This is an optimization exercise on Yosys and OpenROAD, whose aim is small area and a short achievable clock period, not a production implementation.
In this exercise RTL edits were held to simulation tests only and were not proved equivalent to the original.
No activity file was given, so power comes from the tool's default toggle rates.

## flow/design.v

```verilog
`timescale 1ns/1ps
package rv_pkg;
    localparam int INST_WIDTH = 32;
    localparam int XLEN       = 32;
    localparam int GPR_ADDR_W = 5;
    localparam int OPCODE_W = 7;
    localparam int FUNCT3_W = 3;
    localparam int FUNCT7_W = 7;
    localparam int RD_LSB     = 7;
    localparam int FUNCT3_LSB = 12;
    localparam int RS1_LSB    = 15;
    localparam int RS2_LSB    = 20;
    localparam int FUNCT7_LSB = 25;
    localparam logic [OPCODE_W-1:0] OPC_OP_IMM = 7'b0010011;
    localparam logic [OPCODE_W-1:0] OPC_OP     = 7'b0110011;
    localparam logic [OPCODE_W-1:0] OPC_LOAD   = 7'b0000011;
    localparam logic [OPCODE_W-1:0] OPC_STORE  = 7'b0100011;
    localparam logic [OPCODE_W-1:0] OPC_LUI    = 7'b0110111;
    localparam logic [OPCODE_W-1:0] OPC_AUIPC  = 7'b0010111;
    typedef enum logic [5:0] {
        ADDI, SLTI, SLTIU, XORI, ORI, ANDI, SLLI, SRLI, SRAI,
        ADD, SUB, SLL, SLT, SLTU, XOR, SRL, SRA, OR, AND,
        LB, LH, LW, LBU, LHU,
        SB, SH, SW,
        LUI, AUIPC,
        ILLEGAL
    } instr_id_e;
    typedef struct packed {
        logic      rs1_re;
        logic      rs2_re;
        logic      rd_we;
        logic      mem_re;
        logic      mem_we;
        instr_id_e instr_id;
    } ctrl_t;
    typedef struct packed {
        logic [XLEN-1:0]       pc;
        logic [INST_WIDTH-1:0] instr;
    } if_id_t;
    typedef struct packed {
        logic [XLEN-1:0]       pc;
        logic [GPR_ADDR_W-1:0] rd_addr;
        logic [GPR_ADDR_W-1:0] rs1_addr;
        logic [GPR_ADDR_W-1:0] rs2_addr;
        logic [XLEN-1:0]       rs1_val;
        logic [XLEN-1:0]       rs2_val;
        logic [XLEN-1:0]       imm;
        ctrl_t                 ctrl;
    } id_ex_t;
endpackage
`timescale 1ns/1ps
module pipe_reg #(
    parameter int W = 32
) (
    input  logic         clk_i,
    input  logic         reset_i,
    input  logic         stall_i,
    input  logic         valid_i,
    input  logic [W-1:0] data_i,
    output logic         valid_o,
    output logic [W-1:0] data_o
);
    always_ff @(posedge clk_i) begin
        if (reset_i) begin
            valid_o <= 1'b0;
        end else if (!stall_i) begin
            valid_o <= valid_i;
        end
    end
    always_ff @(posedge clk_i) begin
        if (!stall_i) begin
            data_o <= data_i;
        end
    end
endmodule
`timescale 1ns/1ps
module ctrl_unit (
    input  logic [rv_pkg::OPCODE_W-1:0] opcode_i,
    input  logic [rv_pkg::FUNCT3_W-1:0] funct3_i,
    input  logic [rv_pkg::FUNCT7_W-1:0] funct7_i,
    output rv_pkg::ctrl_t               ctrl_o
);
    rv_pkg::instr_id_e id;
    logic              alt;
    assign alt = funct7_i[5];
    always_comb begin
        id = rv_pkg::ILLEGAL;
        case (opcode_i)
            rv_pkg::OPC_OP_IMM: begin
                case (funct3_i)
                    3'b000: id = rv_pkg::ADDI;
                    3'b001: id = rv_pkg::SLLI;
                    3'b010: id = rv_pkg::SLTI;
                    3'b011: id = rv_pkg::SLTIU;
                    3'b100: id = rv_pkg::XORI;
                    3'b101: id = alt ? rv_pkg::SRAI : rv_pkg::SRLI;
                    3'b110: id = rv_pkg::ORI;
                    default: id = rv_pkg::ANDI;
                endcase
            end
            rv_pkg::OPC_OP: begin
                case (funct3_i)
                    3'b000: id = alt ? rv_pkg::SUB : rv_pkg::ADD;
                    3'b001: id = rv_pkg::SLL;
                    3'b010: id = rv_pkg::SLT;
                    3'b011: id = rv_pkg::SLTU;
                    3'b100: id = rv_pkg::XOR;
                    3'b101: id = alt ? rv_pkg::SRA : rv_pkg::SRL;
                    3'b110: id = rv_pkg::OR;
                    default: id = rv_pkg::AND;
                endcase
            end
            rv_pkg::OPC_LOAD: begin
                case (funct3_i)
                    3'b000: id = rv_pkg::LB;
                    3'b001: id = rv_pkg::LH;
                    3'b010: id = rv_pkg::LW;
                    3'b100: id = rv_pkg::LBU;
                    3'b101: id = rv_pkg::LHU;
                    default: id = rv_pkg::ILLEGAL;
                endcase
            end
            rv_pkg::OPC_STORE: begin
                case (funct3_i)
                    3'b000: id = rv_pkg::SB;
                    3'b001: id = rv_pkg::SH;
                    3'b010: id = rv_pkg::SW;
                    default: id = rv_pkg::ILLEGAL;
                endcase
            end
            rv_pkg::OPC_LUI:   id = rv_pkg::LUI;
            rv_pkg::OPC_AUIPC: id = rv_pkg::AUIPC;
            default:           id = rv_pkg::ILLEGAL;
        endcase
    end
    always_comb begin
        ctrl_o          = '0;
        ctrl_o.instr_id = id;
        if (id != rv_pkg::ILLEGAL) begin
            case (opcode_i)
                rv_pkg::OPC_OP: begin
                    ctrl_o.rs1_re = 1'b1;
                    ctrl_o.rs2_re = 1'b1;
                    ctrl_o.rd_we  = 1'b1;
                end
                rv_pkg::OPC_OP_IMM: begin
                    ctrl_o.rs1_re = 1'b1;
                    ctrl_o.rd_we  = 1'b1;
                end
                rv_pkg::OPC_LOAD: begin
                    ctrl_o.rs1_re = 1'b1;
                    ctrl_o.rd_we  = 1'b1;
                    ctrl_o.mem_re = 1'b1;
                end
                rv_pkg::OPC_STORE: begin
                    ctrl_o.rs1_re = 1'b1;
                    ctrl_o.rs2_re = 1'b1;
                    ctrl_o.mem_we = 1'b1;
                end
                default: begin
                    ctrl_o.rd_we = 1'b1;
                end
            endcase
        end
    end
endmodule
`timescale 1ns/1ps
module regfile (
    input  logic                          clk_i,
    input  logic                          reset_i,
    input  logic [rv_pkg::GPR_ADDR_W-1:0] rs1_addr_i,
    input  logic [rv_pkg::GPR_ADDR_W-1:0] rs2_addr_i,
    output logic [rv_pkg::XLEN-1:0]       rs1_val_o,
    output logic [rv_pkg::XLEN-1:0]       rs2_val_o,
    input  logic                          we_i,
    input  logic [rv_pkg::GPR_ADDR_W-1:0] waddr_i,
    input  logic [rv_pkg::XLEN-1:0]       wdata_i
);
    logic [rv_pkg::XLEN-1:0] regs [1:31];
    always_ff @(posedge clk_i) begin
        if (reset_i) begin
            for (int i = 1; i < 32; i++) begin
                regs[i] <= '0;
            end
        end else if (we_i && waddr_i != '0) begin
            regs[waddr_i] <= wdata_i;
        end
    end
    function automatic logic [rv_pkg::XLEN-1:0] read_gpr(
        input logic [rv_pkg::GPR_ADDR_W-1:0] addr
    );
        if (addr == '0) begin
            read_gpr = '0;
        end else if (we_i && addr == waddr_i) begin
            read_gpr = wdata_i;
        end else begin
            read_gpr = regs[addr];
        end
    endfunction
    always_comb begin
        rs1_val_o = read_gpr(rs1_addr_i);
        rs2_val_o = read_gpr(rs2_addr_i);
    end
endmodule
`timescale 1ns/1ps
module id_stage (
    input  rv_pkg::if_id_t                if_id_i,
    output logic [rv_pkg::OPCODE_W-1:0]   opcode_o,
    output logic [rv_pkg::FUNCT3_W-1:0]   funct3_o,
    output logic [rv_pkg::FUNCT7_W-1:0]   funct7_o,
    input  rv_pkg::ctrl_t                 ctrl_i,
    output logic [rv_pkg::GPR_ADDR_W-1:0] rs1_addr_o,
    output logic [rv_pkg::GPR_ADDR_W-1:0] rs2_addr_o,
    input  logic [rv_pkg::XLEN-1:0]       rs1_val_i,
    input  logic [rv_pkg::XLEN-1:0]       rs2_val_i,
    output rv_pkg::id_ex_t                id_ex_o
);
    logic [rv_pkg::INST_WIDTH-1:0] instr;
    logic [rv_pkg::XLEN-1:0]       imm;
    assign instr      = if_id_i.instr;
    assign opcode_o   = instr[rv_pkg::OPCODE_W-1:0];
    assign funct3_o   = instr[rv_pkg::FUNCT3_LSB +: rv_pkg::FUNCT3_W];
    assign funct7_o   = instr[rv_pkg::FUNCT7_LSB +: rv_pkg::FUNCT7_W];
    assign rs1_addr_o = instr[rv_pkg::RS1_LSB +: rv_pkg::GPR_ADDR_W];
    assign rs2_addr_o = instr[rv_pkg::RS2_LSB +: rv_pkg::GPR_ADDR_W];
    always_comb begin
        case (opcode_o)
            rv_pkg::OPC_OP_IMM, rv_pkg::OPC_LOAD: begin
                imm = {{20{instr[31]}}, instr[31:20]};
            end
            rv_pkg::OPC_STORE: begin
                imm = {{20{instr[31]}}, instr[31:25], instr[11:7]};
            end
            rv_pkg::OPC_LUI, rv_pkg::OPC_AUIPC: begin
                imm = {instr[31:12], 12'b0};
            end
            default: begin
                imm = '0;
            end
        endcase
    end
    always_comb begin
        id_ex_o.pc       = if_id_i.pc;
        id_ex_o.rd_addr  = instr[rv_pkg::RD_LSB +: rv_pkg::GPR_ADDR_W];
        id_ex_o.rs1_addr = rs1_addr_o;
        id_ex_o.rs2_addr = rs2_addr_o;
        id_ex_o.rs1_val  = ctrl_i.rs1_re ? rs1_val_i : '0;
        id_ex_o.rs2_val  = ctrl_i.rs2_re ? rs2_val_i : '0;
        id_ex_o.imm      = imm;
        id_ex_o.ctrl     = ctrl_i;
    end
endmodule
`timescale 1ns/1ps
module decode_top (
    input  logic                          clk_i,
    input  logic                          reset_i,
    input  logic                          if_valid_i,
    input  logic [rv_pkg::XLEN-1:0]       if_pc_i,
    input  logic [rv_pkg::INST_WIDTH-1:0] if_instr_i,
    input  logic                          stall_i,
    input  logic                          wb_we_i,
    input  logic [rv_pkg::GPR_ADDR_W-1:0] wb_addr_i,
    input  logic [rv_pkg::XLEN-1:0]       wb_data_i,
    output logic                          id_ex_valid_o,
    output logic [rv_pkg::XLEN-1:0]       id_ex_pc_o,
    output logic [rv_pkg::GPR_ADDR_W-1:0] id_ex_rd_addr_o,
    output logic [rv_pkg::GPR_ADDR_W-1:0] id_ex_rs1_addr_o,
    output logic [rv_pkg::GPR_ADDR_W-1:0] id_ex_rs2_addr_o,
    output logic [rv_pkg::XLEN-1:0]       id_ex_rs1_val_o,
    output logic [rv_pkg::XLEN-1:0]       id_ex_rs2_val_o,
    output logic [rv_pkg::XLEN-1:0]       id_ex_imm_o,
    output logic                          id_ex_rs1_re_o,
    output logic                          id_ex_rs2_re_o,
    output logic                          id_ex_rd_we_o,
    output logic                          id_ex_mem_re_o,
    output logic                          id_ex_mem_we_o,
    output logic [5:0]                    id_ex_instr_id_o
);
    localparam int IF_ID_W = rv_pkg::XLEN + rv_pkg::INST_WIDTH;
    localparam int ID_EX_W = 4 * rv_pkg::XLEN + 3 * rv_pkg::GPR_ADDR_W + 11;
    rv_pkg::if_id_t                if_id_in;
    rv_pkg::if_id_t                if_id_q;
    logic                          if_id_valid;
    logic [rv_pkg::OPCODE_W-1:0]   opcode;
    logic [rv_pkg::FUNCT3_W-1:0]   funct3;
    logic [rv_pkg::FUNCT7_W-1:0]   funct7;
    rv_pkg::ctrl_t                 ctrl;
    logic [rv_pkg::GPR_ADDR_W-1:0] rs1_addr;
    logic [rv_pkg::GPR_ADDR_W-1:0] rs2_addr;
    logic [rv_pkg::XLEN-1:0]       rs1_val;
    logic [rv_pkg::XLEN-1:0]       rs2_val;
    rv_pkg::id_ex_t                id_ex_d;
    rv_pkg::id_ex_t                id_ex_q;
    assign if_id_in = {if_pc_i, if_instr_i};
    pipe_reg #(
        .W(IF_ID_W)
    ) if_id_reg (
        .clk_i  (clk_i),
        .reset_i(reset_i),
        .stall_i(stall_i),
        .valid_i(if_valid_i),
        .data_i (if_id_in),
        .valid_o(if_id_valid),
        .data_o (if_id_q)
    );
    id_stage u_id_stage (
        .if_id_i   (if_id_q),
        .opcode_o  (opcode),
        .funct3_o  (funct3),
        .funct7_o  (funct7),
        .ctrl_i    (ctrl),
        .rs1_addr_o(rs1_addr),
        .rs2_addr_o(rs2_addr),
        .rs1_val_i (rs1_val),
        .rs2_val_i (rs2_val),
        .id_ex_o   (id_ex_d)
    );
    ctrl_unit u_ctrl_unit (
        .opcode_i(opcode),
        .funct3_i(funct3),
        .funct7_i(funct7),
        .ctrl_o  (ctrl)
    );
    regfile u_regfile (
        .clk_i     (clk_i),
        .reset_i   (reset_i),
        .rs1_addr_i(rs1_addr),
        .rs2_addr_i(rs2_addr),
        .rs1_val_o (rs1_val),
        .rs2_val_o (rs2_val),
        .we_i      (wb_we_i),
        .waddr_i   (wb_addr_i),
        .wdata_i   (wb_data_i)
    );
    pipe_reg #(
        .W(ID_EX_W)
    ) id_ex_reg (
        .clk_i  (clk_i),
        .reset_i(reset_i),
        .stall_i(stall_i),
        .valid_i(if_id_valid),
        .data_i (id_ex_d),
        .valid_o(id_ex_valid_o),
        .data_o (id_ex_q)
    );
    assign id_ex_pc_o       = id_ex_q.pc;
    assign id_ex_rd_addr_o  = id_ex_q.rd_addr;
    assign id_ex_rs1_addr_o = id_ex_q.rs1_addr;
    assign id_ex_rs2_addr_o = id_ex_q.rs2_addr;
    assign id_ex_rs1_val_o  = id_ex_q.rs1_val;
    assign id_ex_rs2_val_o  = id_ex_q.rs2_val;
    assign id_ex_imm_o      = id_ex_q.imm;
    assign id_ex_rs1_re_o   = id_ex_q.ctrl.rs1_re;
    assign id_ex_rs2_re_o   = id_ex_q.ctrl.rs2_re;
    assign id_ex_rd_we_o    = id_ex_q.ctrl.rd_we;
    assign id_ex_mem_re_o   = id_ex_q.ctrl.mem_re;
    assign id_ex_mem_we_o   = id_ex_q.ctrl.mem_we;
    assign id_ex_instr_id_o = id_ex_q.ctrl.instr_id;
endmodule
```

## flow/run.sh

```bash
#!/bin/bash
# synth_recipe.tcl (not shown) runs the flow's synth.tcl, then flattens the netlist and writes it again
# the make line also repeats each setting of config.mk as NAME=value (left out here)
make -C /OpenROAD-flow-scripts/flow DESIGN_CONFIG=/design/flow/config.mk WORK_HOME=/design/flow/orfs CLKGATE_MAP_FILE= SYNTH_SCRIPT=/design/flow/synth_recipe.tcl finish
```

## flow/config.mk

```make
export PLATFORM = sky130hd
export DESIGN_NAME = decode_top
export DESIGN_NICKNAME = decode_top
export VERILOG_FILES = /design/flow/design.v
export SDC_FILE = /design/flow/constraint.sdc
export NUM_CORES = 4
export LEC_CHECK = 0
export CAP_MARGIN = 20
export CORE_MARGIN = 2
export CORE_UTILIZATION = 40
export SLEW_MARGIN = 20
```

## flow/constraint.sdc

```tcl
create_clock -name core_clock -period 3.6 [get_ports {clk_i}]
set_input_delay 0.7200 -clock core_clock [delete_from_list [all_inputs] [get_ports {clk_i}]]
set_output_delay 0.7200 -clock core_clock [all_outputs]
set_load 0.01 [all_outputs]
```

==> notes.md <==
worst max-delay path: stages, from the launching register on:
cell	delay [ps]
dfxtp_1	910
and2_2	620
buf_4	260
a22oi_1	100
a21oi_1	500
a21oi_1	80
a2111oi_0	580
through the flow:
| step | util, % | setup TNS [ps] | hold slack (ps) | std cells | power (W) |
|---|---|---|---|---|---|
| 2_1_floorplan | - | -183980 | 400 | 4037 | 0.0205 |
| 3_3_place_gp | 44.5 | 0 | 402 | 6169 | 0.0228 |
| 3_5_place_dp | 44.5 | 0 | 405 | 6169 | 0.0229 |
| 4_1_cts | 47.4 | 0 | 417 | 6414 | 0.0370 |
| 5_1_grt | 47.4 | 0 | 422 | 6414 | 0.0378 |
| 6_report | 47.4 | 0 | 415 | 6422 | 0.0368 |
worst paths after layout:
kind / slack, ps / cells past startpoint / to
setup / recovery: 270 / 6 / id_ex_reg.data_o[50]$_SDFFCE_PP0N_
hold / removal: 420 / 0 / id_ex_reg.data_o[142]$_DFFE_PN_
setup reg to reg: 270 / 6 / id_ex_reg.data_o[50]$_SDFFCE_PP0N_
hold reg to reg: 420 / 0 / id_ex_reg.data_o[142]$_DFFE_PN_
synth_stat cells (2+ instances only):
cell,n,area (µm²)
edfxtp_1,1241,37300
and2_1,1004,6280
mux4_2,512,11500
clkbuf_1,310,1160
a22oi_1,258,1940
nor2_1,116,435
nand2_1,77,289
a21oi_1,75,375
buf_2,71,355
a211oi_1,62,465
nor4_1,61,382
buf_1,33,124
or2_2,32,200
a21o_1,19,143
dfxtp_1,12,240
mux2_2,11,124
nor2b_1,11,68.8
o21ai_0,10,50.1
buf_4,8,60.1
xor2_1,8,70.1
nand3_1,7,35.0
nand3b_1,7,52.6
buf_6,6,67.6
inv_1,5,18.8
a2111oi_0,4,35.0
and3_1,4,25.0
a221o_1,3,30.0
nor3_1,3,15.0
or3_1,3,18.8
xnor2_1,3,26.3
a22o_1,2,17.5
mux2i_1,2,20.0
nand2b_1,2,12.5
nand4_1,2,12.5
nand4b_1,2,17.5
o221ai_1,2,17.5
or4_1,2,15.0
registers in the layout, summed over array words and instances, names as in the netlist, named ones only:
register	flops
if_id_reg.valid_o	1
id_ex_reg.data_o	153
id_ex_reg.valid_o	1
u_regfile.regs	1024
if_id_reg.data_o	64
final cells by class:
class / instances / area (µm²)
Antenna cell: 8 / 20.0
Clock buffer: 176 / 3800
Clock inverter: 69 / 661
Fill cell: 13200 / 81100
Inverter: 5 / 22.5
Multi-Input combinational cell: 2351 / 23300
Sequential cell: 1253 / 37500
Tap cell: 2044 / 2560
Timing Repair Buffer: 516 / 5190
power groups by stage:
stage               registers [W]  clock network [W]  logic [W]
floorplan                  0.0174                  0    0.00307
global placement           0.0177                  0    0.00510
detailed placement         0.0177                  0    0.00513
CTS                        0.0174             0.0144    0.00514
global route               0.0175             0.0150    0.00537
finish                     0.0174             0.0142    0.00518
routing by layer:
| layer | GRT usage (%) | vias to the layer above |
|---|---|---|
| met5 | 0 | - |
| met4 | 10.4 | 6 |
| met3 | 6.95 | 406 |
| met2 | 40.5 | 2694 |
| met1 | 37.4 | 20700 |
| li1 | - | 16100 |
placed cells by master (no fill, tap or decap), drive strengths merged, types with 4 or more instances in the layout:
| cell | count |
|---|---|
| clkinv | 50 |
| edfxtp | 1241 |
| clkdlybuf4s50 | 257 |
| nand2 | 77 |
| mux2 | 11 |
| a211oi | 62 |
| a2111oi | 5 |
| o21ai | 11 |
| nor2b | 11 |
| inv | 9 |
| and2 | 1005 |
| nand3b | 7 |
| xor2 | 8 |
| clkbuf | 176 |
| conb | 33 |
| nor4 | 61 |
| nor2 | 116 |
| a21o | 19 |
| diode | 8 |
| or2 | 32 |
| bufinv | 12 |
| and3 | 4 |
| a22oi | 258 |
| dfxtp | 12 |
| mux4 | 512 |
| buf | 259 |
| nand3 | 7 |
| a21oi | 75 |
cell families after synthesis:
kind of cell    Yosys count
simple gates           1337
other cells               1
buf+inv                 433
flops                  1253
compound gates          445
xor+xnor                 11
mux                     525
==> results.sh <==
export IMPL_htree_levels=4
export IMPL_p_leak_nw=24.9
export IMPL_syn_avg_cell_area_um2=15.5
export IMPL_antenna_found_initial=13
export IMPL_drv_cap=0
export IMPL_synth_edf_count=1241
export IMPL_crit_required_ps=4110
export IMPL_drt_iter0_drc=5618
export IMPL_ys_warn_count=5
export IMPL_start_util_pct=40.3
export IMPL_synth_adder_area_share_pct=0
export IMPL_clkPwrFrac_pct=38.6
export IMPL_synthXorXnorAreaFrac_pct=0.155
export IMPL_muxShareOfSynthArea_pct=18.8
export IMPL_yosysSeqAreaShare_pct=60.4
export IMPL_syn2layout_area_growth_pct=17.7
export IMPL_p_sw_w=0.00940
export IMPL_worst_pin_slew_ps=996
export IMPL_hold_buffers=0
export IMPL_rows=144
export IMPL_final_setup_viol_count=0
export IMPL_numClockSinks=1253
export IMPL_grt_overflow_total=0
export IMPL_grt_pass1_wl_um=299000
export IMPL_status="no timing/DRC/antenna violations"
export IMPL_cp_max_fo=13
export IMPL_crit_type="flop to flop"
export IMPL_max_freq_mhz=300
export IMPL_core_um2=154000
export IMPL_syn_inst=4005
export IMPL_dr_wl_met2_um=95500
export IMPL_fin_ws_ps=268
export IMPL_netlist_area_um2=62100
export IMPL_placed_area_um2=68600
export IMPL_intPower_w=0.0275
export IMPL_nets=4372
export IMPL_worstPathArrival_ps=3840
export IMPL_clk_pin_slew_ps=60
export IMPL_irDropWorstVdd_mv=0.454
export IMPL_post_cts_buffers=0
export IMPL_power_density_nw_per_um2=504
export IMPL_cts_resized=0
export IMPL_cts_buffers_inserted=139
export IMPL_route_top_layer_used="met5"
export IMPL_die_w_um=398
export IMPL_dr_wl_met3_um=25600
export IMPL_fin_skew_ps=28.9
export IMPL_ant_nets=0
export IMPL_slew_headroom_pct=33.4
export IMPL_layout_drive_gt1_share_pct=24.3
export IMPL_switching_share_pct=25.5
export IMPL_io_pins=261
export IMPL_io_buffers=259
export IMPL_drt_wl_total_um=214000
export IMPL_grt_pass1_vias=39100
export IMPL_pwr_share_seq_pct=47.3
export IMPL_met1_length_um=84100
export IMPL_cts_tree="done"
export IMPL_synthSimpleGateAreaFrac_pct=12.7
export IMPL_route_vias_total=39800
export IMPL_final_max_slew_violation_count=0
export IMPL_design_area_um2=73100
export IMPL_synth_compound_area_share_pct=5.07
export IMPL_vias_per_cell=6.20
export IMPL_synth_seq_cells=1253
export IMPL_ys_flop_type="edfxtp_1"
export IMPL_fin_crit_sh_pct=92.6
export IMPL_start_kind="flop"
export IMPL_drc=0
export IMPL_rsz0062_at_grt="no"
export IMPL_grt_max_degree=70
export IMPL_grtUsageTotal_pct=26.9
export IMPL_dieArea_um2=158000
export IMPL_hold_viol=0
export IMPL_hp_class="flop to flop"
export IMPL_first_pass_iters=5
export IMPL_avgRoutedWirePerCell_um=33.3
export IMPL_hpwl_um=134000
export IMPL_ys_types=52
export IMPL_cts_buffer_depth=3
export IMPL_pwr_share_comb_pct=14.1
export IMPL_cts_root_buf="clkbuf_16"
export IMPL_die_h_um=398
export IMPL_cp_end_kind="flop"
export IMPL_ys_async_sr_fraction_pct=0
export IMPL_synth_top_family_by_area="multiplexers"
export IMPL_min_period_ps=3330
export IMPL_place_congestion=0.918
export IMPL_clkLatencyLatePin_ps=790
export IMPL_post_place_ws_ps=227
export IMPL_min_from="if_id_reg.data_o[52]$_DFFE_PN_"

-- afterwards: timing with drivers on the ports --
Ports are ideal in the flow. The routed layout listed here was re-timed in OpenROAD. Step 1 sets driving cells, clkbuf_16 on the clock port and buf_2 on the other inputs (assumed; they add their load-dependent delay and slew). Step 2 also shifts input and output timing later by t, the mid clock arrival at the registers, as if the neighbouring blocks saw the same clock. Three values: ideal ports, drivers, drivers and shift; two values: the first two.
t, ns: 0.852
slack for setup (ns): 0.268 / 0.268 / 0.127
hold WS [ns]: 0.415 / 0.415 / 0.415
After both steps this run still meets setup and hold. The setup slack of this run moves by 0.000 ns with the drivers and by -0.141 ns with both steps.
